Context: an optimization exercise on an open-source flow, tuned for small area. The choices shown serve that exercise and are no tape-out recipe.
In this exercise RTL edits were held to simulation tests only and were not proved equivalent to the original.
No activity file was given, so power comes from the tool's default toggle rates.

[design/flow/config.mk]
export PLATFORM = sky130hd
export DESIGN_NAME = reg_file
export DESIGN_NICKNAME = reg_file
export VERILOG_FILES = /design/flow/design.v
export SDC_FILE = /design/flow/constraint.sdc
export NUM_CORES = 4
export LEC_CHECK = 0
export CAP_MARGIN = 20
export CELL_PAD_IN_SITES_DETAIL_PLACEMENT = 1
export CORE_MARGIN = 2
export CORE_UTILIZATION = 30
export PLACE_DENSITY = 0.4
export SLEW_MARGIN = 20
[design/flow/constraint.sdc]
create_clock -name core_clock -period 10.0 [get_ports {clk}]
set_input_delay 2.0000 -clock core_clock [delete_from_list [all_inputs] [get_ports {clk}]]
set_output_delay 2.0000 -clock core_clock [all_outputs]
set_load 0.01 [all_outputs]
[design/flow/design.v]
module reg_file #(
   parameter int                DATA_W  = 32,
   parameter int                ADDR_W  = 5,
   parameter int                BYPASS  = 1,
   parameter logic [DATA_W-1:0] SP_INIT = 32'h7FFF_EFFC,
   parameter logic [DATA_W-1:0] GP_INIT = 32'h1000_8000
) (
   input  logic              clk,
   input  logic              rst_n,
   input  logic [ADDR_W-1:0] rd_addr1,
   input  logic [ADDR_W-1:0] rd_addr2,
   output logic [DATA_W-1:0] rd_data1,
   output logic [DATA_W-1:0] rd_data2,
   input  logic              wr_en,
   input  logic [ADDR_W-1:0] wr_addr,
   input  logic [DATA_W-1:0] wr_data,
   input  logic [ADDR_W-1:0] dbg_addr,
   output logic [DATA_W-1:0] dbg_data
);
   localparam int N_REGS = 2 ** ADDR_W;
   logic [DATA_W-1:0] regs [N_REGS];
   logic              wr_live;
   function automatic logic [DATA_W-1:0] rst_val(input integer idx);
      if (idx == 29)      rst_val = SP_INIT;
      else if (idx == 28) rst_val = GP_INIT;
      else                rst_val = '0;
   endfunction
   always_ff @(posedge clk or negedge rst_n) begin
      if (!rst_n) begin
         for (int i = 0; i < N_REGS; i++) regs[i] <= rst_val(i);
      end else if (wr_en && (wr_addr != '0)) begin
         regs[wr_addr] <= wr_data;
      end
   end
   assign wr_live = (BYPASS != 0) && rst_n && wr_en && (wr_addr != '0);
   always_comb begin
      rd_data1 = (rd_addr1 == '0) ? '0 : regs[rd_addr1];
      rd_data2 = (rd_addr2 == '0) ? '0 : regs[rd_addr2];
      if (wr_live && (wr_addr == rd_addr1)) rd_data1 = wr_data;
      if (wr_live && (wr_addr == rd_addr2)) rd_data2 = wr_data;
   end
   assign dbg_data = (dbg_addr == '0) ? '0 : regs[dbg_addr];
endmodule
[design/flow/run.sh]
#!/bin/bash
# synth_recipe.tcl (not shown) runs the flow's synth.tcl, then flattens the netlist and writes it again
# the make line also repeats each setting of config.mk as NAME=value (left out here)
make -C /OpenROAD-flow-scripts/flow DESIGN_CONFIG=/design/flow/config.mk WORK_HOME=/design/flow/orfs CLKGATE_MAP_FILE= SYNTH_SCRIPT=/design/flow/synth_recipe.tcl finish
==> run summary <==
-- placed cells by master (no fill, tap or decap), types with 23 or more instances in the layout --
master / count
a222oi_1: 25
a221oi_1: 299
clkdlybuf4s50_1: 127
clkinv_2: 23
clkbuf_16: 125
a22oi_1: 672
a21oi_1: 195
dfrtp_1: 962
nor2_4: 95
nor2_1: 84
o31ai_1: 54
nor3_1: 65
buf_12: 38
o21ai_0: 48
a22o_1: 281
clkbuf_8: 24
nor4_1: 38
dfstp_2: 30
nand3_1: 129
buf_4: 274
clkbuf_1: 24
nand4_1: 180
diode_2: 33
mux2_2: 948
nand2_1: 176
-- layout make-up --
cell class | instances | area share [%]
multi-input cells | 3585 | 44.65
flip-flops and latches | 992 | 37.46
repair buffers | 464 | 6.472
clock buffers | 173 | 5.347
well taps | 2480 | 4.676
clock inverters | 56 | 1.207
diodes | 33 | 0.1244
inverters | 11 | 0.06221
-- kinds of logic after synthesis --
group                  synth area share, %
buffers and inverters                4.431
AND/OR/NAND/NOR                      8.324
multiplexers                         19.72
AO/OA/AOI/OAI                        23.04
XOR/XNOR                            0.1562
flip-flops                           44.33
-- where the power goes --
part | switching (uW) | internal [uW] | total [uW]
Clock | 1990 | 2950 | 4940
Combinational | 1180 | 999 | 2180
Sequential | 1330 | 4810 | 6140
Total | 4510 | 8760 | 13300
-- path summary, 6_finish.rpt --
check | endpoint | depth (start not counted) | start | slack [ns]
min in group asynchronous | regs[8][4] | 1 | rst_n | 1.12
hold / removal | regs[1][15] | 2 | regs[1][15] | 0.55
setup reg to reg | regs[7][19] | 1 | regs[7][19] | 8.91
setup / recovery | rd_data1[15] | 10 | rd_addr1[3] | 0.29
hold reg to reg | regs[1][15] | 2 | regs[1][15] | 0.55
max in group asynchronous | regs[21][19] | 6 | rst_n | 4.26
-- through the flow --
stage / hold slack (ns) / std cells / total power [uW] / area [sq um] / util, %
after floorplan: 0.4928 / 5138 / 6696 / 56080 / -
after global placement: 0.5223 / 7519 / 8182 / 61720 / 33.25
after detailed placement: 0.5346 / 7529 / 8211 / 61920 / 33.36
after CTS: 0.5489 / 7758 / 13130 / 66270 / 35.70
after global routing: 0.5789 / 7770 / 13540 / 66310 / 35.72
final: 0.5496 / 7794 / 13270 / 66370 / 35.75
-- per-layer routing --
| metal | share of wire (%) | GRT usage, % |
|---|---|---|
| met5 | 0.074 | 0 |
| met4 | 8.8 | 31.64 |
| met3 | 13 | 17.65 |
| met2 | 39 | 60.44 |
| met1 | 38 | 56.44 |
-- critical path, delay by kind of cell --
family          cells  cell delay, ns
compound gates      2            1.07
simple gates        4            1.95
buf+inv             4            2.61
==> qor.txt <==
number of nets in the layout: 5229
synthesized instance count: 5138
wire length of the first global-routing pass: 566100 um
# Post-CTS Setup Buffers: 0
sequential fraction of the synthesis area: 44.33%
Tcrit/Tclk final: 97.15%
Initial Utilization: 30.21%
DP Wirelength: 270900 um
TritonCTS buffer count: 120
total area of multi-input combinational cells: 29630 sq um
number of flip-flops in the largest register: 992
Die Span Y: 436.4 um
via count: 59320
total count of hold-check failures in the final report: 0
crit start category: input port
GRT Util Overall: 44.35%
setup slack after layout: 0.2854 ns
clock sink count: 992
leakage dissipation: 0.02677 uW
antenna viol nets, final: 0
initial antenna violation count: 47
post-placement setup slack: 0.5989 ns
CP Cell Sequence: clkdlybuf4s50_1 > nand2_1 > nor2_4 > buf_4 > a22oi_1 > nand3_1 > nor4_1 > o31ai_2 > buf_4 > clkdlybuf4s50_1
detailed-route DRC error count: 0
transition time at the pin with the least slew margin: 1.428 ns
RSZ-0062 raised after global routing: no
proportion of register bits with asynchronous set or reset after synthesis: 100.0%
post-DR wirelength/cell: 55.87 um
type of the tightest min-delay check: reg -> reg
largest registers: regs (992)
minimum period implied by the final worst setup slack: 9.715 ns
H-tree level count: 3
first drt pass iteration count: 9
Max Buffers Root-to-Sink: 3
kind of capture point of the worst setup path: primary output
largest register by flop count: regs
Synth cell types: 71
startpoint-to-endpoint class of the critical path: in -> out
largest net degree at the start of global routing: 73
syn_area_per_cell: 10.91 sq um
most frequent cell after synthesis: dfrtp_1
Synth Net Count: 5193
EDFF count, synth: 0
leading cell types by total area after synthesis: dfrtp_1 (43%), mux2_2 (19%), a22oi_1 (9.0%)
post-synth design cell area: 56080 sq um
CP max-delay cell: clkdlybuf4s50_1
TritonCTS clock tree: done
number of register bits inferred by synthesis: 992
placer's final routability congestion estimate: 1.012
via count of the first global-routing pass: 56310
delay of the slowest cell on the worst path: 1.06 ns
worst path arrival time: 7.71 ns
WP data required: 8.00 ns
Fill cells: 19970
count of yosys warnings during synthesis: 2
Synth area leader: dfrtp_1
number of cell rows: 158
clk root buf: clkbuf_16
number of buffers inserted for hold repair after clock tree synthesis: 0
count of final setup violators: 0
Routed Wire Length: 435500 um
CORE AREA: 185600 sq um
ratio of total power to cell area: 199.9 nW/um^2
ratio of routed vias to standard cells: 7.610
Gates resized, CTS repair: 0
status: complete, no violations
top-area cell type share of the netlist area: 42.93%
Setup Skew: 0 ns
sequential standard cell area: 24860 sq um
DRT iter0 DRCs: 11270
area growth from synthesis to final layout: 18.34%
setup tns final: 0 ns
Post-synth top flop: dfrtp_1
Post-synth top cells: dfrtp_1 (962), mux2_2 (948), a22oi_1 (672)
max-slew violations: 0
share of post-route cells with drive strength above 1: 31.64%
clock latency reported for the late side of the worst-skew pair: 0.81 ns
worst-path maximum fanout: 20
PortBufs: 150
Max VDD drop: 0.1484 mV
Max Clock Freq: 0.1029 GHz
overflow left after global routing: 0
ports placed on the boundary: 151
worst max-slew margin expressed relative to the limit: 4.583%
Die Area: 190400 sq um
x dimension of the die: 436.4 um
clock-pin slew reported for the worst setup and hold paths after clock tree synthesis: 0.06 ns
# Max-Cap Violations: 0

-- port drivers added, routing unchanged --
The flow's constraints put no driver on any port. The routed layout listed below was extracted and timed again, unchanged, in two steps.
Step 1 (the two cells are an assumption about what drives the block):
set clk [get_ports {clk}]
set_driving_cell -lib_cell sky130_fd_sc_hd__clkbuf_16 $clk
set_driving_cell -lib_cell sky130_fd_sc_hd__buf_2 [delete_from_list [all_inputs] $clk]
Step 2 times the ports against the registers' clock, not the clock port: input delays grow and output delays shrink by t, the midpoint of the rising clock arrivals with the driver on.
Slacks: no drivers / after step 1 / after step 2; pairs: no drivers / after step 1.
t, ns: 0.891
slack for setup (ns): 0.285 / 0.221 / 0.221
worst setup path at the end: input to output
slew at the worst register clock pin (ns): 0.07 / 0.07
After both steps this run still meets setup and hold. For this run, drivers alone change the setup slack by -0.064 ns; drivers and shift together by -0.064 ns.
